This design comes from an exercise in tuning for small area, a short achievable clock period and few clock cycles per item on the open sky130 flow, not from production work. The RTL was checked by simulation tests, not by an equivalence proof against the original design.

[flow/design.v]
package aob_pkg;
  localparam int CHAN_W = 8;               
  localparam int NUM_CHAN = 3;             
  localparam int PIX_W = 32;               
  localparam int NUM_W = 2 * CHAN_W;       
  localparam int QUO_BITS = CHAN_W;        
  localparam int PRE_STAGES = 4;           
  localparam int NUM_STAGES = PRE_STAGES + QUO_BITS;
  localparam logic [CHAN_W-1:0] ALPHA_OPAQUE = 8'hFF;
  localparam logic [CHAN_W-1:0] ALPHA_CLEAR = 8'h00;
  typedef logic [CHAN_W-1:0] chan_t;
  typedef logic [NUM_W-1:0] num_t;
  typedef logic [PIX_W-1:0] pix_t;
  typedef logic [NUM_CHAN-1:0][NUM_W-1:0] num_vec_t;
  typedef logic [NUM_CHAN-1:0][CHAN_W-1:0] quo_vec_t;
endpackage
module argb_over_blend_unit (
  input  logic                clk,
  input  logic                rst_n,
  input  logic                in_valid,
  output logic                in_stall,
  input  aob_pkg::pix_t       in_fg_argb,
  input  aob_pkg::pix_t       in_bg_argb,
  output logic                out_valid,
  input  logic                out_stall,
  output aob_pkg::pix_t       out_argb
);
  localparam int NV = 7;   
  logic          sv;       
  logic          sv_o;     
  logic          en;       
  logic          ov;       
  logic [NV-1:0] v;
  logic          load_out;
  logic          arrive;
  assign en       = !sv;
  assign in_stall = sv_o;
  function automatic logic [15:0] mul4(input logic [7:0] m, input logic [7:0] y, input logic [9:0] y3);
    logic [15:0] acc;
    logic [9:0]  row;
    acc = '0;
    for (int k = 0; k < 4; k++) begin
      case (m[2*k +: 2])
        2'd0: row = 10'd0;
        2'd1: row = {2'd0, y};
        2'd2: row = {1'b0, y, 1'b0};
        default: row = y3;
      endcase
      acc = acc + ({6'd0, row} << (2*k));
    end
    mul4 = acc;
  endfunction
  function automatic logic [15:0] div1(input logic [15:0] n, input logic [7:0] d);
    logic [8:0] w, df;
    w  = {n[15:8], n[7]};
    df = w - {1'b0, d};
    if (!df[8]) div1 = {df[7:0], n[6:0], 1'b1};
    else        div1 = {w[7:0],  n[6:0], 1'b0};
  endfunction
  function automatic logic [15:0] div2(input logic [15:0] n, input logic [7:0] d, input logic [9:0] d3);
    logic [9:0]  w;
    logic [10:0] t1, t2, t3;
    w  = {n[15:8], n[7:6]};
    t1 = {1'b0, w} - {3'd0, d};
    t2 = {1'b0, w} - {2'd0, d, 1'b0};
    t3 = {1'b0, w} - {1'b0, d3};
    if (!t3[10])      div2 = {t3[7:0], n[5:0], 2'd3};
    else if (!t2[10]) div2 = {t2[7:0], n[5:0], 2'd2};
    else if (!t1[10]) div2 = {t1[7:0], n[5:0], 2'd1};
    else              div2 = {w[7:0],  n[5:0], 2'd0};
  endfunction
  logic [7:0]  r0_a, r0_ba;
  logic [9:0]  r0_a3, r0_ba3;
  logic [23:0] r0_dd, r0_b;
  logic [2:0]  r0_neg;
  logic        r0_z;
  logic [15:0] r1_x;
  logic [7:0]  r1_a;
  logic [47:0] r1_p;
  logic [23:0] r1_b;
  logic [2:0]  r1_neg;
  logic        r1_z;
  logic [47:0] r2_n, r3_n, r4_n, r5_n, r6_n;
  logic [7:0]  r2_d, r3_d, r4_d, r5_d, r6_d;
  logic [9:0]  r3_d3, r4_d3, r5_d3;
  logic [23:0] r2_b, r3_b, r4_b, r5_b, r6_b;
  logic [2:0]  r2_neg, r3_neg, r4_neg, r5_neg, r6_neg;
  logic        r2_z, r3_z, r4_z, r5_z, r6_z;
  logic [31:0] out_r, skid_r, res;
  logic [7:0]  in_a, in_ba;
  logic [23:0] dd_nxt;
  logic [2:0]  neg_nxt;
  assign in_a  = in_fg_argb[31:24];
  assign in_ba = in_bg_argb[31:24];
  for (genvar c = 0; c < 3; c++) begin : g_d
    logic [7:0] f, b;
    logic [8:0] fb, bf;
    assign f  = in_fg_argb[c*8 +: 8];
    assign b  = in_bg_argb[c*8 +: 8];
    assign fb = {1'b0, f} - {1'b0, b};
    assign bf = {1'b0, b} - {1'b0, f};
    assign neg_nxt[c]      = fb[8];
    assign dd_nxt[c*8 +: 8] = fb[8] ? bf[7:0] : fb[7:0];
  end
  logic [15:0] x_nxt;
  logic [47:0] p_nxt;
  assign x_nxt = mul4(~r0_a, r0_ba, r0_ba3);
  for (genvar c = 0; c < 3; c++) begin : g_p
    assign p_nxt[c*16 +: 16] = mul4(r0_dd[c*8 +: 8], r0_a, r0_a3);
  end
  logic [23:0] y_nxt;
  logic [7:0]  d_nxt;
  assign y_nxt = {r1_a, 16'd0} + {8'd0, r1_x} + {r1_x, 8'd0} + 24'd256;
  assign d_nxt = y_nxt[23:16] | {7'd0, r1_z};
  logic [47:0] n3_nxt, n4_nxt, n5_nxt, n6_nxt;
  for (genvar c = 0; c < 3; c++) begin : g_dv
    assign n3_nxt[c*16 +: 16] = div1(r2_n[c*16 +: 16], r2_d);
    assign n4_nxt[c*16 +: 16] = div2(r3_n[c*16 +: 16], r3_d, r3_d3);
    assign n5_nxt[c*16 +: 16] = div2(r4_n[c*16 +: 16], r4_d, r4_d3);
    assign n6_nxt[c*16 +: 16] = div2(r5_n[c*16 +: 16], r5_d, r5_d3);
  end
  for (genvar c = 0; c < 3; c++) begin : g_out
    logic [15:0] n;
    logic [8:0]  w, df;
    logic [7:0]  b, q1, q0;
    logic        ng, tk, cin1, cin0;
    logic [7:0]  c1, c0;
    assign n    = r6_n[c*16 +: 16];
    assign b    = r6_b[c*8 +: 8];
    assign ng   = r6_neg[c];
    assign w    = {n[15:8], n[7]};
    assign df   = w - {1'b0, r6_d};
    assign tk   = !df[8];
    assign q1   = {n[6:0], 1'b1} ^ {8{ng}};
    assign q0   = {n[6:0], 1'b0} ^ {8{ng}};
    assign cin1 = ng && (w == {1'b0, r6_d});
    assign cin0 = ng && (w == 9'd0);
    assign c1   = b + q1 + {7'd0, cin1};
    assign c0   = b + q0 + {7'd0, cin0};
    assign res[c*8 +: 8] = tk ? c1 : c0;
  end
  assign res[31:24] = {r6_d[7:1], r6_d[0] & !r6_z};
  assign load_out = !ov || !out_stall;
  assign arrive   = v[NV-1] && en;
  always_ff @(posedge clk) begin
    if (!rst_n) begin
      v    <= '0;
      ov   <= 1'b0;
      sv   <= 1'b0;
      sv_o <= 1'b0;
    end else begin
      if (en) v <= {v[NV-2:0], in_valid};
      if (load_out) ov <= sv || arrive;
      sv   <= !load_out && (sv || arrive);
      sv_o <= !load_out && (sv || arrive);
    end
  end
  always_ff @(posedge clk) begin
    if (en) begin
      r0_a   <= in_a;
      r0_ba  <= in_ba;
      r0_a3  <= {2'd0, in_a} + {1'b0, in_a, 1'b0};
      r0_ba3 <= {2'd0, in_ba} + {1'b0, in_ba, 1'b0};
      r0_dd  <= dd_nxt;
      r0_neg <= neg_nxt;
      r0_b   <= in_bg_argb[23:0];
      r0_z   <= (in_a == 8'd0) && (in_ba == 8'd0);
      r1_x   <= x_nxt;
      r1_a   <= r0_a;
      r1_p   <= p_nxt;
      r1_b   <= r0_b;
      r1_neg <= r0_neg;
      r1_z   <= r0_z;
      r2_n <= r1_p;  r2_d <= d_nxt; r2_b <= r1_b; r2_neg <= r1_neg; r2_z <= r1_z;
      r3_n <= n3_nxt; r3_d <= r2_d; r3_b <= r2_b; r3_neg <= r2_neg; r3_z <= r2_z;
      r3_d3 <= {2'd0, r2_d} + {1'b0, r2_d, 1'b0};
      r4_n <= n4_nxt; r4_d <= r3_d; r4_d3 <= r3_d3; r4_b <= r3_b; r4_neg <= r3_neg; r4_z <= r3_z;
      r5_n <= n5_nxt; r5_d <= r4_d; r5_d3 <= r4_d3; r5_b <= r4_b; r5_neg <= r4_neg; r5_z <= r4_z;
      r6_n <= n6_nxt; r6_d <= r5_d; r6_b <= r5_b; r6_neg <= r5_neg; r6_z <= r5_z;
      skid_r <= res;
    end
    if (load_out) out_r <= sv ? skid_r : res;
  end
  assign out_valid = ov;
  assign out_argb  = out_r;
endmodule
[flow/run.sh]
#!/bin/bash
# synth_recipe.tcl (not shown) runs the flow's synth.tcl, then flattens the netlist and writes it again
# the make line also repeats each setting of config.mk as NAME=value (left out here)
make -C /OpenROAD-flow-scripts/flow DESIGN_CONFIG=/design/flow/config.mk WORK_HOME=/design/flow/orfs CLKGATE_MAP_FILE= SYNTH_SCRIPT=/design/flow/synth_recipe.tcl finish
[flow/config.mk]
export PLATFORM = sky130hd
export DESIGN_NAME = argb_over_blend_unit
export DESIGN_NICKNAME = argb_over_blend_unit
export VERILOG_FILES = /design/flow/design.v
export SDC_FILE = /design/flow/constraint.sdc
export NUM_CORES = 4
export LEC_CHECK = 0
export CAP_MARGIN = 20
export CORE_MARGIN = 2
export CORE_UTILIZATION = 40
export SETUP_SLACK_MARGIN = 3.0
export SLEW_MARGIN = 20
[flow/constraint.sdc]
create_clock -name core_clock -period 6.0 [get_ports {clk}]
set_input_delay 1.2000 -clock core_clock [delete_from_list [all_inputs] [get_ports {clk}]]
set_output_delay 1.2000 -clock core_clock [all_outputs]
set_load 0.01 [all_outputs]
==> results of run 1 <==
layer usage:
metal / share of wire [%] / GRT usage [%] / up-vias
li1: - / - / 14500
met1: 43 / 22.2 / 14100
met2: 50 / 31.4 / 546
met3: 3.2 / 2.16 / 227
met4: 3.7 / 6.40 / 0
met5: 0 / 0 / -
critical path, cell delays in order, from the launching register on:
cell,delay (ns)
edfxtp_1,0.45
buf_4,0.24
mux2_2,0.27
a22o_1,0.20
fa_1,0.53
inv_1,0.05
fa_1,0.51
inv_2,0.05
ha_4,0.24
nor2b_1,0.13
o21a_1,0.18
o22a_1,0.18
and4_1,0.18
a2111oi_4,0.23
a21oi_1,0.13
xnor2_1,0.13
synthesized netlist by cell type, drive strengths merged, types with 4 or more instances:
| library cell | number | area, um^2 |
|---|---|---|
| dfxtp | 41 | 821 |
| a22oi | 23 | 173 |
| and2 | 12 | 75.1 |
| a21o | 100 | 752 |
| ha | 490 | 6130 |
| or4 | 5 | 37.5 |
| nor3 | 43 | 220 |
| nand4 | 11 | 68.8 |
| o211ai | 12 | 131 |
| a211o | 10 | 87.6 |
| clkbuf | 90 | 338 |
| mux2 | 132 | 1550 |
| nand3b | 11 | 82.6 |
| a21oi | 196 | 1070 |
| inv | 326 | 1220 |
| o21bai | 48 | 360 |
| nor4 | 11 | 68.8 |
| nand3 | 19 | 95.1 |
| nor4b | 4 | 35.0 |
| edfxtp | 665 | 20000 |
| fa | 103 | 2060 |
| mux2i | 125 | 1250 |
| xor2 | 101 | 885 |
| and3 | 21 | 131 |
| nand2 | 184 | 691 |
| o21a | 33 | 248 |
| o2111ai | 6 | 52.6 |
| nor2 | 153 | 574 |
| a2111oi | 5 | 81.3 |
| a211oi | 26 | 195 |
| or2 | 10 | 70.1 |
| a22o | 67 | 587 |
| buf | 24 | 111 |
| a31oi | 13 | 100 |
| a21boi | 38 | 285 |
| nor3b | 7 | 52.6 |
| nand2b | 62 | 388 |
| xnor2 | 151 | 1380 |
| o21ai | 226 | 1130 |
| or3 | 7 | 43.8 |
| o31ai | 5 | 37.5 |
| nor2b | 121 | 757 |
state kept, by name (all words and copies together), names as in the netlist, 16 cells and up:
register and count:
r1_p 48, r2_n 48, r3_n 48, r4_n 48
r5_n 48, r6_n 48, out_r 32, skid_r 32
r0_b 24, r0_dd 24, r1_b 24, r2_b 24
r3_b 24, r4_b 24, r5_b 24, r6_b 24
r1_x 16
per-stage QoR:
stage | instance area (um^2) | hold WS (ns)
floorplan | 45200 | 0.400
global placement | 47700 | 0.401
detailed placement | 47700 | 0.405
CTS | 53000 | 0.395
global route | 54800 | 0.410
finish | 54800 | 0.401
final cells by class:
cell class              instances  area share [%]
clock inverters                50            1.30
flip-flops and latches        706            37.9
repair buffers                439            7.31
clock buffers                  98            3.97
inverters                     326            2.35
well taps                    1488            3.40
multi-input cells            2630            43.7
timing repair:
action / CTS / global route
hold buffers: 0 / 0
cloned: 2 / 7
pin swaps: 94 / 140
endpoints found under the setup margin: 200 / 181
gates resized for setup: 256 / 229
setup buffers: 196 / 118
how the worst max path moves through the flow:
stage | to | slack (ns) | cells past startpoint | from
2_1_floorplan | r1_p[14] | 2.19 | 17 | r0_a[3]
3_3_place_gp | r1_p[47] | 1.61 | 15 | r0_a[4]
3_5_place_dp | r1_p[47] | 1.55 | 15 | r0_a[4]
4_1_cts | r1_p[15] | 2.01 | 15 | r0_a[4]
5_1_grt | r1_p[14] | 1.84 | 18 | r0_a3[0]
6_report | r1_p[31] | 2.05 | 15 | r0_a3[0]
kinds of logic (layout without fill, tap and decap cells):
group | after synthesis | count (layout) | synth area share (%)
AOI/OAI and AO/OA | 835 | 842 | 12.4
xor gates and xnor gates | 252 | 252 | 5.06
adders and majority gates | 593 | 593 | 18.3
buffers and inverters | 440 | 913 | 3.74
DFF | 706 | 706 | 46.5
muxes | 257 | 257 | 6.28
and+or+nand+nor | 685 | 686 | 7.67
==> results.cfg, run 1 <==
[worst_setup_path]
crit_required_ns = 6.41
rr_endpoint = r1_p[31]
critPathKind = reg2reg
r2r_slack_ns = 2.05
crit_path_end_kind = flip-flop
reg2reg_depth = 15
path_max_fanout = 16
r2r_start = r0_a3[0]
cp-start-kind = flip-flop
arrival_ns = 4.35

[clocking]
root_buffer = clkbuf_16
cts.sinks = 706
clk_latency_ns = 0.66
htreeDepth = 3
cts_buffer_depth = 3
clkSlewWorstSetupHoldPaths_ns = 0.06
numCtsBuffers = 81
cts_tree = done

[placement]
gp_congestion = 0.867
dpl.hpwl_um = 74200
place_inst = 5266
port-buffer-count = 101
dp_slack_ns = 1.55

[timing]
drv_slew = 0
setup_viol = 0
finalCritPeriodShare_pct = 65.8
clock_skew_ns = 0.0380
min_period_ns = 3.95
slew_headroom_pct = 36.7
setup_slack_ns = 2.05
max_freq_ghz = 0.253
setup_tns_ns = 0
finalHoldViolCount = 0
rsz0062_at_grt = true
worstMarginPinSlew_ns = 0.946

[synth]
synthesis.area_um2 = 44700
syn_inst = 3768
syn_avg_cell_area_um2 = 11.9
synth_seq_cells = 706
ys_seq_area_share_pct = 46.5
synthDistinctLibCells = 73
async_flop_share_pct = 0
synth.net_count = 4429
synth-edff-count = 665
ys_warn_count = 1
yosys_most_used_dff = edfxtp_1

[min_path]
hold_path_class = reg2reg
hold_path.startpoint = r2_n[6]
hold_path_depth = 0
holdPathEnd = r3_n[7]

[global_route]
grt_max_degree = 165
track_usage_pct = 17.7
grt_first_pass_wirelength_um = 162000
overflow = 0
antenna_found_initial = 1
grt_pass1_vias = 29200

[floorplanning]
fp-row-count = 122
io_pins = 102
dieArea_um2 = 114000
die_h_um = 338
core_area_um2 = 111000
dieWidth_um = 338
start_util_pct = 40.3

[cells_and_area]
fin_util_pct = 49.4
antenna_cells = 0
final_common_cell = edfxtp_1
fin_cells = 5737
fin_nets = 4845
area_growth_pct = 22.6
regArea_um2 = 20800
drive_gt1_share_pct = 22.0
layout_common_cells = edfxtp_1, ha_1, inv_1
fillers = 9834
multiInputGateArea_um2 = 24000

[route]
wl_um = 105000
drtIter0Drc = 1624
detail_route.wl_per_cell_um = 18.2
drc = 0
vias = 29400
postRouteAntennaNets = 0
dr.pass1.iters = 6
via_per_inst = 5.13

[flow_run]
max-cap-violations = 0

[status]
outcome = complete, no violations
Testbench counts, summed over its fixed seeds: cycles 16,064, items 16,000.
==> inputs of run 2 (changes only) <==
--- a/flow/config.mk
+++ b/flow/config.mk
@@ -10,3 +10,3 @@
 export CORE_UTILIZATION = 40
-export SETUP_SLACK_MARGIN = 3.0
+export SETUP_SLACK_MARGIN = 2.5
 export SLEW_MARGIN = 20
==> results.cfg, run 2 <==
[status]
outcome = complete, no violations

[cells_and_area]
area_growth_pct = 17.4
layout_common_cells = edfxtp_1, ha_1, inv_1
fin_cells = 5596
antenna_cells = 0
fin_util_pct = 47.4
drive_gt1_share_pct = 15.2
final_common_cell = edfxtp_1
fin_nets = 4703

[global_route]
track_usage_pct = 17.0
antenna_found_initial = 1
grt_pass1_vias = 27800
grt_first_pass_wirelength_um = 155000
overflow = 0
grt_max_degree = 176

[clocking]
cts_buffer_depth = 3
cts_tree = done
root_buffer = clkbuf_16
numCtsBuffers = 80
cts_hold_buf = 0
htreeDepth = 3
clk_latency_ns = 0.65
clkSlewWorstSetupHoldPaths_ns = 0.06
cts.sinks = 706

[synth]
synthesis.area_um2 = 44700
synth_most_common_cell = edfxtp_1
synth_area_leader_cell = edfxtp_1
synth_top_family_by_area = adder cells
syn_avg_cell_area_um2 = 11.9
ys_warn_count = 1
synthSimpleGateAreaFrac_pct = 7.67
synth_xor_area_share_pct = 5.06
ys_top_cells_by_count = edfxtp_1, ha_1, inv_1, o21ai_0, a21oi_1
synthDistinctLibCells = 73
synth-compound-area-share_pct = 12.4
synth_top_area_share_pct = 44.7
async_flop_share_pct = 0
synthMuxAreaShare_pct = 6.28
ys_seq_area_share_pct = 46.5
synthAdderAreaFrac_pct = 18.3
syn_inst = 3768
synth-edff-count = 665
synth_area_leaders = edfxtp_1, ha_1, fa_1, xnor2_1, mux2_2
yosys_most_used_dff = edfxtp_1
synth.net_count = 4429
synth_seq_cells = 706

[route]
postRouteAntennaNets = 0
wl_um = 99700
via_per_inst = 5.08
drc = 0
dr.pass1.iters = 8
detail_route.wl_per_cell_um = 17.8
vias = 28400
drtIter0Drc = 1529

[min_path]
hold_path.startpoint = r2_b[13]
hold_path_class = reg2reg
holdPathEnd = r3_b[13]
hold_path_depth = 0

[timing]
slew_headroom_pct = 30.5
rsz0062_at_grt = true
clock_skew_ns = 0.0185
min_period_ns = 3.98
setup_tns_ns = 0
max_freq_ghz = 0.251
finalCritPeriodShare_pct = 66.3
worstMarginPinSlew_ns = 1.04
finalHoldViolCount = 0
setup_viol = 0
drv_slew = 0

[worst_setup_path]
rr_endpoint = r1_p[31]
critPathKind = reg2reg
reg2reg_depth = 16
crit_path_end_kind = flip-flop
r2r_slack_ns = 2.02
crit_required_ns = 6.38
arrival_ns = 4.36
r2r_start = r0_a3[0]
cp-start-kind = flip-flop
path_max_fanout = 7

[floorplanning]
core_area_um2 = 111000
die_h_um = 338
dieArea_um2 = 114000
fp-row-count = 122
dieWidth_um = 338
start_util_pct = 40.3
io_pins = 102

[placement]
port-buffer-count = 101
gp_congestion = 0.860
dpl.hpwl_um = 71700
place_inst = 5262

[flow_run]
max-cap-violations = 0
[run 2: layout make-up]
type	count	area (um^2)
clock inverters	52	624
clock buffers	96	2090
multi-input cells	2623	22900
inverters	326	1230
repair buffers	305	2940
well taps	1488	1860
fillers	10000	58300
flip-flops and latches	706	20800
[run 2: kinds of logic after synthesis]
family,Yosys count
simple gates,685
buf+inv,440
mux,257
fa+ha+maj,593
compound gates,835
xor+xnor,252
flops,706
[run 2: repair_timing]
item                       CTS  global route
pin swaps                   35            43
resized for setup          111            68
setup endpoints to repair   93           104
cloned                       4             2
buffers inserted           109            71
[run 2: worst max path at each step]
| stage | from | endpoint | slack [ns] | depth (start not counted) |
|---|---|---|---|---|
| floorplan | r0_a[3] | r1_p[14] | 2.19 | 17 |
| global placement | r0_a3[0] | r1_p[31] | 1.60 | 15 |
| detailed placement | r0_a3[0] | r1_p[31] | 1.57 | 15 |
| CTS | r0_a3[0] | r1_p[31] | 2.07 | 16 |
| global route | r0_a3[0] | r1_p[31] | 1.91 | 16 |
| finish | r0_a3[0] | r1_p[31] | 2.02 | 16 |
[run 2: critical path, cell delays in order, from the launching register on]
cell       delay (ns)
edfxtp_1         0.42
buf_6            0.15
buf_12           0.13
mux2_4           0.26
a22o_1           0.20
fa_1             0.55
inv_2            0.04
fa_1             0.51
inv_2            0.05
ha_4             0.23
nor2b_4          0.12
o21a_1           0.19
o22a_1           0.19
and4_4           0.16
a2111oi_4        0.26
a21oi_2          0.11
xnor2_1          0.14
[run 2: metal layers]
| layer | vias to the layer above | track usage (%) | share of wire [%] |
|---|---|---|---|
| met5 | - | 0 | 0 |
| met4 | 0 | 5.40 | 2.8 |
| met3 | 165 | 2.13 | 3.0 |
| met2 | 446 | 29.6 | 50 |
| met1 | 13600 | 22.1 | 45 |
| li1 | 14200 | - | - |
[run 2: through the flow]
| step | setup WS, ns | instance area, um^2 | hold slack [ns] |
|---|---|---|---|
| final | 2.02 | 52500 | 0.404 |
| after global routing | 1.91 | 52500 | 0.414 |
| after CTS | 2.07 | 51600 | 0.409 |
| after detailed placement | 1.57 | 47500 | 0.405 |
| after global placement | 1.60 | 47500 | 0.401 |
| after floorplan | 2.19 | 45100 | 0.400 |
==> inputs of run 3 (changes only) <==
--- a/flow/design.v
+++ b/flow/design.v
@@ -37,16 +37,15 @@
   assign in_stall = sv_o;
-  function automatic logic [15:0] mul4(input logic [7:0] m, input logic [7:0] y, input logic [9:0] y3);
-    logic [15:0] acc;
-    logic [9:0]  row;
-    acc = '0;
-    for (int k = 0; k < 4; k++) begin
-      case (m[2*k +: 2])
-        2'd0: row = 10'd0;
-        2'd1: row = {2'd0, y};
-        2'd2: row = {1'b0, y, 1'b0};
-        default: row = y3;
-      endcase
-      acc = acc + ({6'd0, row} << (2*k));
-    end
-    mul4 = acc;
+  function automatic logic [9:0] pp4(input logic [1:0] m, input logic [7:0] y, input logic [9:0] y3);
+    case (m)
+      2'd0: pp4 = 10'd0;
+      2'd1: pp4 = {2'd0, y};
+      2'd2: pp4 = {1'b0, y, 1'b0};
+      default: pp4 = y3;
+    endcase
+  endfunction
+  function automatic logic [31:0] csa(input logic [15:0] p, input logic [15:0] q, input logic [15:0] r);
+    logic [15:0] sm, cy;
+    sm = p ^ q ^ r;
+    cy = (p & q) | (p & r) | (q & r);
+    csa = {cy[14:0], 1'b0, sm};
   endfunction
@@ -71,4 +70,5 @@
   endfunction
-  logic [7:0]  r0_a, r0_ba;
-  logic [9:0]  r0_a3, r0_ba3;
+  logic [7:0]  r0_a;
+  logic [9:0]  r0_a3;
+  logic [31:0] r0_xr;
   logic [23:0] r0_dd, r0_b;
@@ -78,3 +78,3 @@
   logic [7:0]  r1_a;
-  logic [47:0] r1_p;
+  logic [47:0] r1_ps, r1_pc;
   logic [23:0] r1_b;
@@ -104,7 +104,48 @@
   end
+  logic [10:0] m1, m2, m3, m4, m5, m6, m7;
+  logic [7:0]  in_na;
+  logic [31:0] xr_nxt;
+  assign m1 = {3'd0, in_ba};
+  assign m2 = {2'd0, in_ba, 1'b0};
+  assign m4 = {1'b0, in_ba, 2'b0};
+  assign m3 = m1 + m2;
+  assign m5 = m1 + m4;
+  assign m6 = {m3[9:0], 1'b0};
+  assign m7 = {in_ba, 3'b0} - m1;
+  assign in_na = ~in_a;
+  function automatic logic [10:0] pp8(input logic [2:0] m, input logic [10:0] y1, input logic [10:0] y2,
+                                      input logic [10:0] y3, input logic [10:0] y4, input logic [10:0] y5,
+                                      input logic [10:0] y6, input logic [10:0] y7);
+    case (m)
+      3'd0: pp8 = 11'd0;
+      3'd1: pp8 = y1;
+      3'd2: pp8 = y2;
+      3'd3: pp8 = y3;
+      3'd4: pp8 = y4;
+      3'd5: pp8 = y5;
+      3'd6: pp8 = y6;
+      default: pp8 = y7;
+    endcase
+  endfunction
+  assign xr_nxt[0 +: 11]  = pp8(in_na[2:0], m1, m2, m3, m4, m5, m6, m7);
+  assign xr_nxt[11 +: 11] = pp8(in_na[5:3], m1, m2, m3, m4, m5, m6, m7);
+  assign xr_nxt[22 +: 10] = pp4(in_na[7:6], in_ba, m3[9:0]);
   logic [15:0] x_nxt;
+  logic [47:0] ps_nxt, pc_nxt;
+  assign x_nxt = {5'd0, r0_xr[0 +: 11]} + {2'd0, r0_xr[11 +: 11], 3'd0} + {r0_xr[22 +: 10], 6'd0};
+  for (genvar c = 0; c < 3; c++) begin : g_p
+    logic [15:0] q0, q1, q2, q3;
+    logic [31:0] l1, l2;
+    assign q0 = {6'd0, pp4(r0_dd[c*8 + 0 +: 2], r0_a, r0_a3)};
+    assign q1 = {4'd0, pp4(r0_dd[c*8 + 2 +: 2], r0_a, r0_a3), 2'd0};
+    assign q2 = {2'd0, pp4(r0_dd[c*8 + 4 +: 2], r0_a, r0_a3), 4'd0};
+    assign q3 = {pp4(r0_dd[c*8 + 6 +: 2], r0_a, r0_a3), 6'd0};
+    assign l1 = csa(q0, q1, q2);
+    assign l2 = csa(l1[15:0], l1[31:16], q3);
+    assign ps_nxt[c*16 +: 16] = l2[15:0];
+    assign pc_nxt[c*16 +: 16] = l2[31:16];
+  end
   logic [47:0] p_nxt;
-  assign x_nxt = mul4(~r0_a, r0_ba, r0_ba3);
-  for (genvar c = 0; c < 3; c++) begin : g_p
-    assign p_nxt[c*16 +: 16] = mul4(r0_dd[c*8 +: 8], r0_a, r0_a3);
+  for (genvar c = 0; c < 3; c++) begin : g_pa
+    assign p_nxt[c*16 +: 16] = r1_ps[c*16 +: 16] + r1_pc[c*16 +: 16];
   end
@@ -160,5 +201,4 @@
       r0_a   <= in_a;
-      r0_ba  <= in_ba;
       r0_a3  <= {2'd0, in_a} + {1'b0, in_a, 1'b0};
-      r0_ba3 <= {2'd0, in_ba} + {1'b0, in_ba, 1'b0};
+      r0_xr  <= xr_nxt;
       r0_dd  <= dd_nxt;
@@ -169,3 +209,4 @@
       r1_a   <= r0_a;
-      r1_p   <= p_nxt;
+      r1_ps  <= ps_nxt;
+      r1_pc  <= pc_nxt;
       r1_b   <= r0_b;
@@ -173,3 +214,3 @@
       r1_z   <= r0_z;
-      r2_n <= r1_p;  r2_d <= d_nxt; r2_b <= r1_b; r2_neg <= r1_neg; r2_z <= r1_z;
+      r2_n <= p_nxt; r2_d <= d_nxt; r2_b <= r1_b; r2_neg <= r1_neg; r2_z <= r1_z;
       r3_n <= n3_nxt; r3_d <= r2_d; r3_b <= r2_b; r3_neg <= r2_neg; r3_z <= r2_z;
--- a/flow/config.mk
+++ b/flow/config.mk
@@ -9,4 +9,5 @@
 export CORE_MARGIN = 2
-export CORE_UTILIZATION = 40
-export SETUP_SLACK_MARGIN = 2.5
+export CORE_UTILIZATION = 60
+export CTS_BUF_LIST = sky130_fd_sc_hd__clkbuf_4 sky130_fd_sc_hd__clkbuf_8
+export SETUP_SLACK_MARGIN = 3.1
 export SLEW_MARGIN = 20
==> results.cfg, run 3 <==
[clocking]
numCtsBuffers = 119
cts_tree = done
clkSlewWorstSetupHoldPaths_ns = 0.06
root_buffer = clkbuf_8
cts_buffer_depth = 3
cts_hold_buf = 0
cts.sinks = 754
htreeDepth = 3
clk_latency_ns = 0.80

[timing]
slew_headroom_pct = 31.2
worstMarginPinSlew_ns = 1.03
rsz0062_at_grt = true
min_period_ns = 3.02
finalCritPeriodShare_pct = 50.4
setup_tns_ns = 0
setup_viol = 0
drv_slew = 0
clock_skew_ns = 0.0948
max_freq_ghz = 0.331
finalHoldViolCount = 0

[cells_and_area]
regArea_um2 = 22200
fin_util_pct = 71.5
area_growth_pct = 18.6
fin_nets = 4926
multiInputGateArea_um2 = 24500
drive_gt1_share_pct = 21.4
fillers = 5323
final_common_cell = edfxtp_1
layout_common_cells = edfxtp_1, ha_1, inv_1

[global_route]
grt_max_degree = 192
grt_first_pass_wirelength_um = 174000
grt_pass1_vias = 32200
antenna_found_initial = 1
overflow = 0
track_usage_pct = 28.3

[route]
detail_route.wl_per_cell_um = 21.6
drtIter0Drc = 2216
drc = 0
via_per_inst = 5.94
postRouteAntennaNets = 0
wl_um = 117000
top_layer = met4
vias = 32100
wl_met3_um = 5600
dr.pass1.iters = 8
wl_met1_um = 46600
wl_met2_um = 59000

[floorplanning]
die_h_um = 282
fp-row-count = 102
start_util_pct = 60.3
dieWidth_um = 282
io_pins = 102
dieArea_um2 = 79700
core_area_um2 = 77100

[worst_setup_path]
worstSetupStartpoint = r6_d[7]
r2r_slack_ns = 2.98
reg2reg_depth = 13
worstPathCellList = inv_4, buf_6, ha_4, nand2_4, nor2_4, nand4_1, fa_2, fa_2, mux2i_4, a31oi_4, nor2b_2, or4_1, nand3_1
endpoint = out_r[14]
critPathKind = reg2reg
slowest_delay_ns = 0.45
path_max_fanout = 4
rr_endpoint = out_r[14]
cp_top_family = adder cells
crit_required_ns = 6.52
crit_slowest_cell = edfxtp_1
arrival_ns = 3.55
cp_num_cells = 13
critPathBufInv = 2
cp-start-kind = flip-flop
r2r_start = r6_d[7]
crit_path_end_kind = flip-flop
cp_common_cell = fa_2

[synth]
synth_area_leader_cell = edfxtp_1
synth_top_area_share_pct = 46.1
ys_top_cells_by_count = edfxtp_1, ha_1, inv_1, o21ai_0, nand2_1
synth-edff-count = 713
synth.net_count = 4578
ys_seq_area_share_pct = 47.8
ys_warn_count = 1
synthDistinctLibCells = 75
syn_inst = 3918
async_flop_share_pct = 0
synth_seq_cells = 754
synth_area_leaders = edfxtp_1, ha_1, fa_1, mux2_2, xnor2_1
yosys_most_used_dff = edfxtp_1
syn_avg_cell_area_um2 = 11.9
synth_most_common_cell = edfxtp_1
synthesis.area_um2 = 46500

[min_path]
hold_path_class = reg2reg

[status]
outcome = complete, no violations

[placement]
port-buffer-count = 101
gp_congestion = 0.933
dpl.hpwl_um = 80900

[flow_run]
max-cap-violations = 0
[run 3: repair_timing]
action | 4_1_cts | 5_1_grt
setup buffers | 94 | 120
gates resized for setup | 314 | 293
pin swaps | 69 | 158
endpoints found under the setup margin | 221 | 299
gates cloned | 5 | 6
[run 3: worst min path at each step]
stage          startpoint       end  slack (ns)  depth (start not counted)
6_report          r3_b[9]   r4_b[9]        0.38                          0
5_1_grt          r5_b[11]  r6_b[11]        0.39                          0
4_1_cts           r4_n[1]   r5_n[3]        0.38                          0
3_5_place_dp     r0_b[12]  r1_b[12]        0.40                          0
3_3_place_gp     r4_n[16]  r5_n[18]        0.40                          0
2_1_floorplan     r0_b[0]   r1_b[0]        0.40                          0
[run 3: worst reg2reg max path, delay by kind of cell, from the launching register on]
| kind | cells | cell delay (ns) |
|---|---|---|
| simple gates | 6 | 0.71 |
| compound gates | 1 | 0.13 |
| flops | 1 | 0.45 |
| fa+ha+maj | 3 | 1.04 |
| buf+inv | 2 | 0.24 |
| mux | 1 | 0.20 |
[run 3: cell type report]
cell class	count	area share, %
antenna	1	0.00454
multi-input combinational	2740	44.4
timing repair buffer	339	5.51
clock inverter	67	1.51
tap	1040	2.36
inverter	312	2.27
clock buffer	158	3.63
sequential	754	40.3
[run 3: metal layers]
layer | global-route usage, % | up-vias
met5 | 0 | -
met4 | 14.0 | 0
met3 | 3.65 | 311
met2 | 49.1 | 1002
met1 | 35.0 | 15700
li1 | - | 15100
[run 3: kinds of logic (layout without fill, tap and decap cells)]
family                     after synthesis  in the layout  synth area share [%]
AOI/OAI and AO/OA                      899            908                  12.9
xor gates and xnor gates               251            251                  4.78
adders and majority gates              592            592                  17.6
buffers and inverters                  434            876                  3.54
DFF                                    754            754                  47.8
muxes                                  231            231                  5.34
other                                    0              1                     0
and+or+nand+nor                        757            758                  8.08
[run 3: metrics by stage]
step                      setup WS [ns]  std cells  instance area, um^2  hold WS (ns)
after global routing               2.91       5411                55100         0.392
after global placement             1.48       4960                48800         0.401
after detailed placement           1.49       4960                48800         0.405
after CTS                          3.00       5284                53100         0.382
after floorplan                    2.79       3918                46800         0.400
final                              2.98       5411                55100         0.384
Testbench counts of run 3, summed over its fixed seeds: cycles 16,064, items 16,000.
==> inputs of run 4 (changes only) <==
--- a/flow/config.mk
+++ b/flow/config.mk
@@ -11,3 +11,3 @@
 export CTS_BUF_LIST = sky130_fd_sc_hd__clkbuf_4 sky130_fd_sc_hd__clkbuf_8
-export SETUP_SLACK_MARGIN = 3.1
+export SETUP_SLACK_MARGIN = 2.9
 export SLEW_MARGIN = 20
==> results.cfg, run 4 <==
[timing]
finalHoldViolCount = 0
rsz0062_at_grt = true
min_period_ns = 3.10
setup_tns_ns = 0
setup_viol = 0
setup_slack_ns = 2.90
drv_slew = 0
slew_headroom_pct = 29.7
clock_skew_ns = 0.0914
worstMarginPinSlew_ns = 1.05
max_freq_ghz = 0.322
finalCritPeriodShare_pct = 51.7

[synth]
synth_top_area_share_pct = 46.1
synth_area_leaders = edfxtp_1, ha_1, fa_1, mux2_2, xnor2_1
ys_seq_area_share_pct = 47.8
syn_inst = 3918
synth_most_common_cell = edfxtp_1
yosys_most_used_dff = edfxtp_1
synthDistinctLibCells = 75
synth-edff-count = 713
synth.net_count = 4578
ys_top_cells_by_count = edfxtp_1, ha_1, inv_1, o21ai_0, nand2_1
synth_area_leader_cell = edfxtp_1
synthesis.area_um2 = 46500
synth_seq_cells = 754
ys_warn_count = 1
syn_avg_cell_area_um2 = 11.9
async_flop_share_pct = 0

[worst_setup_path]
cp-start-kind = flip-flop
arrival_ns = 3.61
path_max_fanout = 4
rr_endpoint = out_r[14]
slowest_delay_ns = 0.46
crit_path_end_kind = flip-flop
worstSetupStartpoint = r6_d[7]
crit_required_ns = 6.51
reg2reg_depth = 13
r2r_start = r6_d[7]
worstPathCellList = inv_2, buf_6, ha_4, nand2_4, nor2_4, nand4_1, fa_2, fa_2, mux2i_4, a31oi_2, nor2b_1, or4_1, nand3_2
r2r_slack_ns = 2.90
cp_common_cell = fa_2
crit_slowest_cell = fa_2
critPathKind = reg2reg

[cells_and_area]
layout_common_cells = edfxtp_1, ha_1, inv_1
area_growth_pct = 13.4
drive_gt1_share_pct = 14.7
fin_cells = 5272
final_common_cell = edfxtp_1
fin_nets = 4788

[clocking]
cts_buffer_depth = 3
cts.sinks = 754
cts_hold_buf = 0
root_buffer = clkbuf_8
clkSlewWorstSetupHoldPaths_ns = 0.06
numCtsBuffers = 120
cts_tree = done
clk_latency_ns = 0.78
htreeDepth = 3

[global_route]
overflow = 0
grt_first_pass_wirelength_um = 168000
track_usage_pct = 27.2
antenna_found_initial = 3
grt-busiest-layer = met2
met1_usage_pct = 33.3
use_met3_pct = 4.10
grt_pass1_vias = 31300
grt_max_degree = 180
grt_use_met2_pct = 48.4

[min_path]
hold_path_depth = 0
holdPathEnd = r3_n[37]
hold_path.startpoint = r2_n[36]
hold_path_class = reg2reg

[floorplanning]
die_h_um = 282
fp-row-count = 102
start_util_pct = 60.3
io_pins = 102
core_area_um2 = 77100
dieWidth_um = 282
dieArea_um2 = 79700

[route]
vias = 31100
via_per_inst = 5.91
wl_um = 111000
drc = 0
drtIter0Drc = 2096
detail_route.wl_per_cell_um = 21.0
postRouteAntennaNets = 0
dr.pass1.iters = 6

[flow_run]
max-cap-violations = 0

[placement]
gp_congestion = 0.907
dpl.hpwl_um = 80000
port-buffer-count = 101
place_inst = 4959
dp_slack_ns = 1.49

[status]
outcome = complete, no violations
==> run 4: cell type report <==
class                           instances  area (um^2)
Clock inverter                         65          642
Fill cell                            5621        24400
Tap cell                             1040         1300
Antenna cell                            1         2.50
Multi-Input combinational cell       2736        23400
Sequential cell                       754        22200
Timing Repair Buffer                  204         1890
Inverter                              312         1220
Clock buffer                          160         1980
==> run 4: worst max-delay path, delay by kind of cell (launching register included) <==
kind,cells,cell delay (ns)
and+or+nand+nor,6,0.74
adders and majority gates,3,1.11
AOI/OAI and AO/OA,1,0.13
buffers and inverters,2,0.26
muxes,1,0.19
DFF,1,0.43
==> run 4: per-layer routing <==
metal / part of all wire, % / vias to the layer above
met5: 0.029 / -
met4: 3.6 / 4
met3: 4.9 / 241
met2: 51 / 870
met1: 40 / 15200
li1: - / 14800
==> run 4: worst max-delay path by stage <==
stage	to	slack, ns
floorplan	r0_xr[18]	2.79
detailed placement	r0_xr[7]	1.49
finish	out_r[14]	2.90
CTS	r4_n[27]	2.85
global placement	r0_xr[18]	1.49
global route	out_r[14]	2.74
==> run 4: through the flow <==
stage               util (%)  hold WS (ns)  area (um^2)
floorplan                  -         0.400        46700
global placement        63.2         0.401        48700
detailed placement      63.2         0.405        48700
CTS                     67.2         0.357        51800
global route            68.3         0.365        52700
finish                  68.3         0.363        52700
==> run 4: timing repair <==
| action | in CTS | in global routing |
|---|---|---|
| endpoints found under the setup margin | 146 | 133 |
| pin swaps | 10 | 54 |
| gates cloned | 2 | 4 |
| buffers inserted | 28 | 52 |
| resized for setup | 101 | 141 |
==> run 4: logic make-up after synthesis <==
family	after synthesis	synth area share [%]
XOR/XNOR	251	4.78
multiplexers	231	5.34
flip-flops	754	47.8
buffers and inverters	434	3.54
AND/OR/NAND/NOR	757	8.08
adder cells (fa/ha/maj)	592	17.6
AO/OA/AOI/OAI	899	12.9
==> inputs of run 5 (changes only) <==
--- a/flow/config.mk
+++ b/flow/config.mk
@@ -10,3 +10,2 @@
 export CORE_UTILIZATION = 60
-export CTS_BUF_LIST = sky130_fd_sc_hd__clkbuf_4 sky130_fd_sc_hd__clkbuf_8
 export SETUP_SLACK_MARGIN = 2.9
==> results.cfg, run 5 <==
[status]
outcome = complete, no violations

[route]
vias = 31300
detail_route.wl_per_cell_um = 21.7
drc = 0
dr.pass1.iters = 7
postRouteAntennaNets = 0
drtIter0Drc = 2154
wl_um = 113000
via_per_inst = 6.00

[min_path]
hold_path_class = reg2reg
hold_path_depth = 0

[placement]
dpl.hpwl_um = 80000
place_area_um2 = 48700
gp_congestion = 0.907
port-buffer-count = 101

[timing]
min_period_ns = 3.23
setup_tns_ns = 0
finalCritPeriodShare_pct = 53.8
max_freq_ghz = 0.310
finalHoldViolCount = 0
drv_slew = 0
setup_viol = 0
clock_skew_ns = 0.0633
rsz0062_at_grt = true
slew_headroom_pct = 20.7
worstMarginPinSlew_ns = 1.19

[cells_and_area]
fin_util_pct = 68.9
final_common_cell = edfxtp_1
fillers = 5525
area_growth_pct = 14.4
final_area_um2 = 53100
fin_nets = 4784
layout_common_cells = edfxtp_1, ha_1, inv_1
antenna_cells = 0
drive_gt1_share_pct = 14.5

[synth]
ys_top_cells_by_count = edfxtp_1, ha_1, inv_1, o21ai_0, nand2_1
async_flop_share_pct = 0
ys_warn_count = 1
synthDistinctLibCells = 75
synth_seq_cells = 754
synth_area_leader_cell = edfxtp_1
yosys_most_used_dff = edfxtp_1
synth.net_count = 4578
ys_seq_area_share_pct = 47.8
syn_avg_cell_area_um2 = 11.9
synth_top_area_share_pct = 46.1
synth_most_common_cell = edfxtp_1
synth-edff-count = 713
synthesis.area_um2 = 46500
syn_inst = 3918
synth_area_leaders = edfxtp_1, ha_1, fa_1, mux2_2, xnor2_1

[clocking]
cts.sinks = 754
clk_latency_ns = 0.67
root_buffer = clkbuf_16
cts_buffer_depth = 3
cts_hold_buf = 0
clkSlewWorstSetupHoldPaths_ns = 0.06
htreeDepth = 3
numCtsBuffers = 80
cts_tree = done

[floorplanning]
die_h_um = 282
dieArea_um2 = 79700
dieWidth_um = 282
io_pins = 102
core_area_um2 = 77100
start_util_pct = 60.3
fp-row-count = 102

[flow_run]
max-cap-violations = 0

[global_route]
grt_max_degree = 180
antenna_found_initial = 1
overflow = 0
grt_first_pass_wirelength_um = 170000
track_usage_pct = 27.6
grt_pass1_vias = 31500

[worst_setup_path]
path_max_fanout = 3
critPathKind = reg2reg
slowest_delay_ns = 0.41
cp_common_cell = buf_6
cp-start-kind = flip-flop
arrival_ns = 3.60
crit_slowest_cell = edfxtp_1
worstPathCellList = buf_6, buf_6, ha_4, fa_2, nor2b_2, buf_4, buf_6, buf_6, buf_6, buf_6, buf_6, buf_6, buf_6, buf_6, buf_6, buf_6, buf_6, buf_6, nor3_2, a211oi_2, o22ai_1
crit_required_ns = 6.38
crit_path_end_kind = flip-flop
reg2reg_depth = 21
-- run 5: changes by cell type in the layout (fill, tap and decap cells not counted), moves of 9 or more --
cell	delta
buf_4	+19
buf_6	+16
clkbuf_1	+20
clkbuf_16	+80
clkbuf_4	-34
clkbuf_8	-124
clkdlybuf4s50_1	-9
clkinv_1	-24
-- run 5: routing by layer --
metal	wire, um	track usage [%]	share of wire [%]	vias up
met5	13	0	0.011	-
met4	5050	12.6	4.5	2
met3	5610	3.72	5.0	275
met2	57700	48.7	51	937
met1	44700	33.6	40	15400
li1	-	-	-	14700
-- run 5: worst max-delay path, delay by kind of cell (launching register included) --
family | cells | cell delay, ns
adder cells (fa/ha/maj) | 2 | 0.59
flip-flops | 1 | 0.41
buffers and inverters | 15 | 1.39
AND/OR/NAND/NOR | 2 | 0.23
AO/OA/AOI/OAI | 2 | 0.33
-- run 5: cell type report --
cell class | instances | area (um^2) | share of cell area (%)
multi-input cells | 2738 | 23600 | 44.4
flip-flops and latches | 754 | 22200 | 41.8
repair buffers | 238 | 2160 | 4.06
clock buffers | 100 | 2080 | 3.91
well taps | 1040 | 1300 | 2.45
inverters | 312 | 1220 | 2.29
clock inverters | 40 | 549 | 1.03
-- run 5: logic make-up after synthesis --
| kind of cell | Yosys count | share of synthesized area [%] |
|---|---|---|
| xor+xnor | 251 | 4.78 |
| compound gates | 899 | 12.9 |
| buf+inv | 434 | 3.54 |
| simple gates | 757 | 8.08 |
| mux | 231 | 5.34 |
| flops | 754 | 47.8 |
| fa+ha+maj | 592 | 17.6 |
-- run 5: repair_timing --
| item | CTS | global route |
|---|---|---|
| setup endpoints to repair | 165 | 143 |
| gates cloned | 3 | 6 |
| endpoints found under the hold margin | 0 | 0 |
| setup buffers | 65 | 49 |
| pin swaps | 25 | 74 |
| resized for setup | 132 | 186 |
-- run 5: worst paths after layout --
kind	startpoint	slack, ns	end
worst max-delay path	r4_d3[0]	2.77	r5_n[42]
worst min-delay path	r4_n[21]	0.40	r5_n[23]
worst max register to register	r4_d3[0]	2.77	r5_n[42]
worst min register to register	r4_n[21]	0.40	r5_n[23]
-- run 5: metrics by stage --
stage	worst slack [ns]	hold slack, ns	cells
after global routing	2.72	0.395	5222
after floorplan	2.79	0.400	3918
final	2.77	0.397	5222
after detailed placement	1.49	0.405	4959
after CTS	2.85	0.395	5167
after global placement	1.49	0.401	4959
==> inputs of run 6 (changes only) <==
--- a/flow/config.mk
+++ b/flow/config.mk
@@ -9,3 +9,3 @@
 export CORE_MARGIN = 2
-export CORE_UTILIZATION = 60
+export CORE_UTILIZATION = 70
 export SETUP_SLACK_MARGIN = 2.9
==> results.cfg, run 6 <==
[synth]
async_flop_share_pct = 0
synth_top_area_share_pct = 46.1
synthDistinctLibCells = 75
ys_warn_count = 1
synth_area_leader_cell = edfxtp_1
ys_seq_area_share_pct = 47.8
ys_top_cells_by_count = edfxtp_1, ha_1, inv_1, o21ai_0, nand2_1
synth_seq_cells = 754
synth.net_count = 4578
syn_inst = 3918
yosys_most_used_dff = edfxtp_1
syn_avg_cell_area_um2 = 11.9
synthesis.area_um2 = 46500
synth_most_common_cell = edfxtp_1
synth_area_leaders = edfxtp_1, ha_1, fa_1, mux2_2, xnor2_1
synth-edff-count = 713

[route]
via_per_inst = 6.48
vias = 32800
dr.pass1.iters = 9
postRouteAntennaNets = 0
wl_um = 121000
drtIter0Drc = 3610
drc = 0
detail_route.wl_per_cell_um = 24.0

[worst_setup_path]
cp-start-kind = flip-flop
crit_slowest_cell = edfxtp_1
cp_num_cells = 12
reg2reg_depth = 12
path_max_fanout = 4
crit_path_end_kind = flip-flop
critPathKind = reg2reg
worstPathCellList = inv_4, ha_4, nand2_2, nor2_2, nand4_1, fa_2, buf_4, mux2i_1, a21o_1, a31o_1, a2111oi_2, nand3b_1
slowest_delay_ns = 0.47
arrival_ns = 3.55
cp_top_family = simple AND/OR/NAND/NOR gates
critPathBufInv = 2
crit_required_ns = 6.31

[timing]
rsz0062_at_grt = true
setup_tns_ns = 0
min_period_ns = 3.24
max_freq_ghz = 0.309
finalCritPeriodShare_pct = 54.0
clock_skew_ns = 0.0267
worstMarginPinSlew_ns = 1.12
whs_ns = 0.406
drv_slew = 0
slew_headroom_pct = 25.5
finalHoldViolCount = 0
setup_viol = 0

[floorplanning]
die_h_um = 262
dieWidth_um = 262
core_area_um2 = 65700
fp-row-count = 94
dieArea_um2 = 68500
io_pins = 102
start_util_pct = 70.7

[cells_and_area]
drive_gt1_share_pct = 14.9
fin_nets = 4786
area_growth_pct = 14.0
layout_common_cells = edfxtp_1, ha_1, inv_1
final_common_cell = edfxtp_1
antenna_cells = 0

[status]
outcome = complete, no violations

[global_route]
antenna_found_initial = 6
grt_pass1_vias = 32600
grt_first_pass_wirelength_um = 179000
overflow = 0
track_usage_pct = 34.0
grt_max_degree = 201

[min_path]
hold_path_class = reg2reg
hold_path_depth = 0

[clocking]
root_buffer = clkbuf_16
clk_latency_ns = 0.64
numCtsBuffers = 78
htreeDepth = 3
cts.sinks = 754
clkSlewWorstSetupHoldPaths_ns = 0.08
cts_buffer_depth = 3
cts_tree = done

[placement]
gp_congestion = 0.944
dpl.hpwl_um = 79800
port-buffer-count = 101

[flow_run]
max-cap-violations = 0
run 6: changes by cell type in the layout (fill, tap and decap cells not counted), moves of 6 or more:
cell,before,now
buf_4,110,129
buf_6,20,5
inv_1,287,280
clkbuf_8,0,6
ha_1,464,458
run 6: per-stage QoR:
stage          setup slack [ns]  util [%]  cell area [um^2]  instances
2_1_floorplan              2.79         -             46700       3918
3_3_place_gp               1.53      73.8             48500       4781
3_5_place_dp               1.49      73.8             48500       4781
4_1_cts                    2.82      79.1             52000       4988
5_1_grt                    2.73      80.6             53000       5052
6_report                   2.76      80.6             53000       5052
run 6: kinds of logic after synthesis:
group	share of synthesized area [%]
muxes	5.34
AOI/OAI and AO/OA	12.9
adders and majority gates	17.6
xor gates and xnor gates	4.78
and+or+nand+nor	8.08
DFF	47.8
buffers and inverters	3.54
run 6: worst paths after layout:
path / to / slack, ns / from
min reg2reg: r4_n[6] / 0.41 / r3_n[4]
max reg2reg: out_r[13] / 2.76 / r6_d[7]
max: out_r[13] / 2.76 / r6_d[7]
min: r4_n[6] / 0.41 / r3_n[4]
run 6: layer usage:
layer  GRT usage, %  wire length [um]
met3           5.05              7770
met5              0                40
met1           40.6             43600
met4           18.2              7940
met2           59.7             61900
run 6: cell type report:
cell class | instances | area (um^2)
Fill cell | 3554 | 12800
Timing Repair Buffer | 245 | 2220
Clock buffer | 102 | 2120
Inverter | 312 | 1220
Multi-Input combinational cell | 2735 | 23600
Sequential cell | 754 | 22200
Tap cell | 864 | 1080
Clock inverter | 40 | 485
run 6: what timing repair did:
| action | 4_1_cts | 5_1_grt |
|---|---|---|
| hold buffers | 0 | 0 |
| cloned | 4 | 3 |
| endpoints found under the setup margin | 171 | 148 |
| pin swaps | 32 | 66 |
| buffers inserted | 61 | 61 |
| gates resized for setup | 158 | 170 |
run 6: worst reg2reg max path, stage by stage (launching register included):
cell       delay, ns
edfxtp_1        0.47
inv_4           0.11
ha_4            0.29
nand2_2         0.05
nor2_2          0.14
nand4_1         0.18
fa_2            0.42
buf_4           0.16
mux2i_1         0.16
a21o_1          0.25
a31o_1          0.26
a2111oi_2       0.09
nand3b_1        0.35
==> inputs of run 7 (changes only) <==
--- a/flow/config.mk
+++ b/flow/config.mk
@@ -9,4 +9,5 @@
 export CORE_MARGIN = 2
-export CORE_UTILIZATION = 70
-export SETUP_SLACK_MARGIN = 2.9
+export CORE_UTILIZATION = 60
+export CTS_BUF_LIST = sky130_fd_sc_hd__clkbuf_8
+export SETUP_SLACK_MARGIN = 2.7
 export SLEW_MARGIN = 20
==> results.cfg, run 7 <==
[synth]
synth_top_area_share_pct = 46.1
synth_area_leaders = edfxtp_1, ha_1, fa_1, mux2_2, xnor2_1
async_flop_share_pct = 0
synthDistinctLibCells = 75
synth_area_leader_cell = edfxtp_1
synth-edff-count = 713
syn_avg_cell_area_um2 = 11.9
ys_seq_area_share_pct = 47.8
synth.net_count = 4578
synth_seq_cells = 754
yosys_most_used_dff = edfxtp_1
synth_most_common_cell = edfxtp_1
syn_inst = 3918
ys_top_cells_by_count = edfxtp_1, ha_1, inv_1, o21ai_0, nand2_1
synthesis.area_um2 = 46500
ys_warn_count = 1

[worst_setup_path]
crit_slowest_cell = edfxtp_1
worstPathCellList = buf_4, ha_1, fa_1, nor2b_1, o21ai_0, a21boi_1, o21a_1, o21ai_2, nor3_1, a21oi_1, mux2_2, o21ai_0
crit_path_end_kind = flip-flop
path_max_fanout = 14
critPathKind = reg2reg
arrival_ns = 3.79
critPathBufInv = 1
cp-start-kind = flip-flop
crit_required_ns = 6.53
cp_common_cell = o21ai_0
slowest_delay_ns = 0.42
cp_top_family = compound AO/OA/AOI/OAI gates
r2r_slack_ns = 2.74

[cells_and_area]
area_growth_pct = 11.4
multiInputGateArea_um2 = 22900
fin_nets = 4758
regArea_um2 = 22200
layout_common_cells = edfxtp_1, ha_1, inv_1
fin_util_pct = 67.1
final_common_cell = edfxtp_1
final_area_um2 = 51800
fillers = 5757
drive_gt1_share_pct = 11.2

[timing]
setup_slack_ns = 2.74
whs_ns = 0.378
max_freq_ghz = 0.307
finalCritPeriodShare_pct = 54.4
slew_headroom_pct = 27.9
clock_skew_ns = 0.0768
drv_slew = 0
worstMarginPinSlew_ns = 1.08
setup_tns_ns = 0
setup_viol = 0
rsz0062_at_grt = true
min_period_ns = 3.26
finalHoldViolCount = 0

[route]
vias = 30800
via_per_inst = 5.88
drc = 0
drtIter0Drc = 2053
postRouteAntennaNets = 0
detail_route.wl_per_cell_um = 20.6
dr.pass1.iters = 7
wl_um = 108000

[global_route]
grt_max_degree = 172
use_met3_pct = 3.11
grt_pass1_vias = 31200
grt-busiest-layer = met2
track_usage_pct = 27.0
grt_first_pass_wirelength_um = 166000
grt_use_met2_pct = 47.4
overflow = 0
met1_usage_pct = 33.1
antenna_found_initial = 5

[floorplanning]
io_pins = 102
start_util_pct = 60.3
die_h_um = 282
dieArea_um2 = 79700
dieWidth_um = 282
fp-row-count = 102
core_area_um2 = 77100

[clocking]
clkSlewWorstSetupHoldPaths_ns = 0.06
cts.sinks = 754
clk_latency_ns = 0.79
root_buffer = clkbuf_8
cts_tree = done
numCtsBuffers = 120
cts_buffer_depth = 3
htreeDepth = 3
cts_hold_buf = 0

[placement]
gp_congestion = 0.946
port-buffer-count = 101
dpl.hpwl_um = 79500
dp_slack_ns = 1.42
place_area_um2 = 48500

[flow_run]
max-cap-violations = 0

[min_path]
hold_path_class = reg2reg

[status]
outcome = complete, no violations
-- run 7: cell count changes in the layout (fill, tap and decap cells not counted), sizes merged, moves of 2 or more --
cell           delta
a21o              -2
clkdlybuf4s15     -4
clkinv           +27
buf              -65
inv              +35
bufbuf            -2
clkbuf           +16
dlygate4sd2       -9
clkdlybuf4s50    +21
-- run 7: final timing paths --
| kind | end | from | depth (start not counted) |
|---|---|---|---|
| hold reg to reg | r5_n[36] | r4_n[34] | 0 |
| setup reg to reg | r4_n[10] | r3_d3[0] | 12 |
| setup / recovery | r4_n[10] | r3_d3[0] | 12 |
| hold / removal | r5_n[36] | r4_n[34] | 0 |
-- run 7: cell type report --
cell class              instances  share of cell area [%]
clock inverters               103                    1.58
diodes                          1                 0.00483
inverters                     312                    2.28
repair buffers                179                    3.15
clock buffers                 125                    3.32
flip-flops and latches        754                    43.0
well taps                    1040                    2.51
multi-input cells            2731                    44.2
-- run 7: worst reg2reg max path: cells and delay by family (launching register included) --
kind	cells	cell delay, ns
adder cells (fa/ha/maj)	2	0.67
buffers and inverters	1	0.19
AND/OR/NAND/NOR	2	0.40
flip-flops	1	0.42
multiplexers	1	0.29
AO/OA/AOI/OAI	6	1.11
-- run 7: cells by family after synthesis --
family | count (synthesis) | share of synthesized area (%)
multiplexers | 231 | 5.34
AO/OA/AOI/OAI | 899 | 12.9
XOR/XNOR | 251 | 4.78
buffers and inverters | 434 | 3.54
AND/OR/NAND/NOR | 757 | 8.08
flip-flops | 754 | 47.8
adder cells (fa/ha/maj) | 592 | 17.6
-- run 7: timing repair --
action                     CTS  global route
pin swaps                    1            14
hold endpoints to repair     0             0
buffers inserted            13            43
cloned                       0             1
setup endpoints to repair   89            98
resized for setup           34            67
-- run 7: metrics by stage --
stage	cells
3_3_place_gp	4958
6_report	5245
3_5_place_dp	4958
4_1_cts	5199
2_1_floorplan	3918
5_1_grt	5245
-- run 7: metal layers --
| layer | part of all wire, % | vias to the layer above | wire (um) |
|---|---|---|---|
| met5 | 0.010 | - | 11 |
| met3 | 4.4 | 280 | 4730 |
| met1 | 40 | 14900 | 43500 |
| met4 | 4.6 | 2 | 4980 |
| li1 | - | 14700 | - |
| met2 | 51 | 930 | 54900 |
==> inputs of run 8 (changes only) <==
--- a/flow/config.mk
+++ b/flow/config.mk
@@ -11,3 +11,4 @@
 export CTS_BUF_LIST = sky130_fd_sc_hd__clkbuf_8
-export SETUP_SLACK_MARGIN = 2.7
+export PLACE_DENSITY = 0.72
+export SETUP_SLACK_MARGIN = 2.9
 export SLEW_MARGIN = 20
==> results.cfg, run 8 <==
[route]
postRouteAntennaNets = 0
dr.pass1.iters = 7
vias = 30300
drc = 0
wl_um = 101000
via_per_inst = 5.74
detail_route.wl_per_cell_um = 19.2
drtIter0Drc = 2074

[synth]
ys_seq_area_share_pct = 47.8
synthesis.area_um2 = 46500
synth_most_common_cell = edfxtp_1
ys_top_cells_by_count = edfxtp_1, ha_1, inv_1, o21ai_0, nand2_1
yosys_most_used_dff = edfxtp_1
synth_top_area_share_pct = 46.1
ys_warn_count = 1
synth_area_leaders = edfxtp_1, ha_1, fa_1, mux2_2, xnor2_1
syn_avg_cell_area_um2 = 11.9
synth_seq_cells = 754
synth_area_leader_cell = edfxtp_1
syn_inst = 3918
synth.net_count = 4578
synthDistinctLibCells = 75
synth-edff-count = 713
async_flop_share_pct = 0

[clocking]
numCtsBuffers = 119
cts_buffer_depth = 3
cts_tree = done
root_buffer = clkbuf_8
cts_hold_buf = 0
htreeDepth = 3
clkSlewWorstSetupHoldPaths_ns = 0.07
cts.sinks = 754
clk_latency_ns = 0.78

[worst_setup_path]
worstPathCellList = clkdlybuf4s50_1, ha_4, nor2b_1, o21ai_1, nand2b_1, a21oi_1, o21bai_1, a21o_1, a21oi_4, buf_4, mux2i_1, xnor2_1
cp-start-kind = input pin
critPathKind = in2reg
crit_path_end_kind = flip-flop
cp_top_family = compound AO/OA/AOI/OAI gates
slowest_delay_ns = 0.56
crit_slowest_cell = clkdlybuf4s50_1
r2r_slack_ns = 2.96
path_max_fanout = 7
critPathBufInv = 2
arrival_ns = 3.55
crit_required_ns = 6.51

[floorplanning]
fp-row-count = 102
core_area_um2 = 77100
dieArea_um2 = 79700
start_util_pct = 60.3
dieWidth_um = 282
io_pins = 102
die_h_um = 282

[timing]
setup_viol = 0
finalCritPeriodShare_pct = 50.8
drv_slew = 0
min_period_ns = 3.05
setup_tns_ns = 0
max_freq_ghz = 0.328
finalHoldViolCount = 0
slew_headroom_pct = 21.1
clock_skew_ns = 0.0896
rsz0062_at_grt = true
worstMarginPinSlew_ns = 1.18

[placement]
dpl.hpwl_um = 74300
port-buffer-count = 101
gp_congestion = 0.906

[global_route]
track_usage_pct = 25.1
grt_pass1_vias = 29800
grt_max_degree = 210
grt_first_pass_wirelength_um = 156000
overflow = 0
antenna_found_initial = 2

[cells_and_area]
fin_nets = 4789
fin_util_pct = 68.1
area_growth_pct = 12.9
drive_gt1_share_pct = 13.6
layout_common_cells = edfxtp_1, ha_1, inv_1
final_common_cell = edfxtp_1

[flow_run]
max-cap-violations = 0

[min_path]
hold_path_class = reg2reg

[status]
outcome = complete, no violations
## run 8: cell counts after synthesis
Identical to the previous run, type by type.
## run 8: logic make-up after synthesis
kind of cell | share of synthesized area, %
XOR/XNOR | 4.78
multiplexers | 5.34
flip-flops | 47.8
buffers and inverters | 3.54
AO/OA/AOI/OAI | 12.9
AND/OR/NAND/NOR | 8.08
adder cells (fa/ha/maj) | 17.6
## run 8: repair_timing
item / in CTS / in global routing
pin swaps: 9 / 43
resized for setup: 83 / 149
setup endpoints to repair: 142 / 131
buffers inserted: 28 / 52
cloned: 2 / 4
## run 8: worst paths after layout
check	end	startpoint	cells past startpoint
max	r0_dd[20]	in_bg_argb[18]	12
min	r3_n[23]	r2_n[22]	0
max reg2reg	r4_n[45]	r3_d3[0]	12
min reg2reg	r3_n[23]	r2_n[22]	0
## run 8: final cells by class
class	count	area (um^2)
sequential	754	22200
clock buffer	119	1640
fill	5724	24600
antenna	5	12.5
clock inverter	104	717
inverter	312	1210
timing repair buffer	208	2010
multi-input combinational	2734	23400
tap	1040	1300
## run 8: through the flow
stage | setup slack (ns) | instances | hold slack [ns] | area (um^2)
floorplan | 2.79 | 3918 | 0.400 | 46700
global placement | 1.53 | 4962 | 0.400 | 48700
detailed placement | 1.50 | 4962 | 0.405 | 48800
CTS | 2.79 | 5215 | 0.379 | 51600
global route | 2.83 | 5275 | 0.372 | 52500
finish | 2.95 | 5276 | 0.382 | 52500
## run 8: layer usage
layer | part of all wire (%) | up-vias | global-route usage, %
li1 | - | 14800 | -
met1 | 42 | 14500 | 31.4
met2 | 51 | 724 | 44.3
met3 | 4.3 | 217 | 3.30
met4 | 3.7 | 0 | 10.0
met5 | 0 | - | 0

-- afterwards: timing with drivers on the ports --
Ports are ideal in the flow. The routed layouts listed here were re-timed in OpenROAD.
Step 1 (the two cells are an assumption about what drives the block):
set clk [get_ports {clk}]
set_driving_cell -lib_cell sky130_fd_sc_hd__clkbuf_16 $clk
set_driving_cell -lib_cell sky130_fd_sc_hd__buf_2 [delete_from_list [all_inputs] $clk]
Step 2 also shifts input and output timing later by t, the mid clock arrival at the registers, as if the neighbouring blocks saw the same clock.
Three values: no drivers, after step 1, after step 2; two values: the first two.
run | t (ns) | setup slack, ns | hold WS [ns]
run 1 | 0.716 | 2.052 / 2.052 / 2.052 | 0.401 / 0.401 / 0.401
run 2 | 0.719 | 2.023 / 2.023 / 1.965 | 0.404 / 0.404 / 0.404
run 3 | 0.824 | 2.977 / 2.977 / 2.403 | 0.384 / 0.384 / 0.384
run 4 | 0.798 | 2.897 / 2.897 / 2.179 | 0.363 / 0.363 / 0.363
run 5 | 0.705 | 2.773 / 2.773 / 2.270 | 0.397 / 0.397 / 0.397
run 6 | 0.694 | 2.760 / 2.760 / 2.209 | 0.406 / 0.406 / 0.406
run 7 | 0.808 | 2.738 / 2.738 / 1.979 | 0.378 / 0.378 / 0.378
run 8 | 0.794 | 2.954 / 2.959 / 2.165 | 0.382 / 0.382 / 0.382
After both steps setup and hold are still met in every run listed. The setup slack of run 8, which loses most, moves by +0.005 ns with the drivers and by -0.789 ns with both steps.
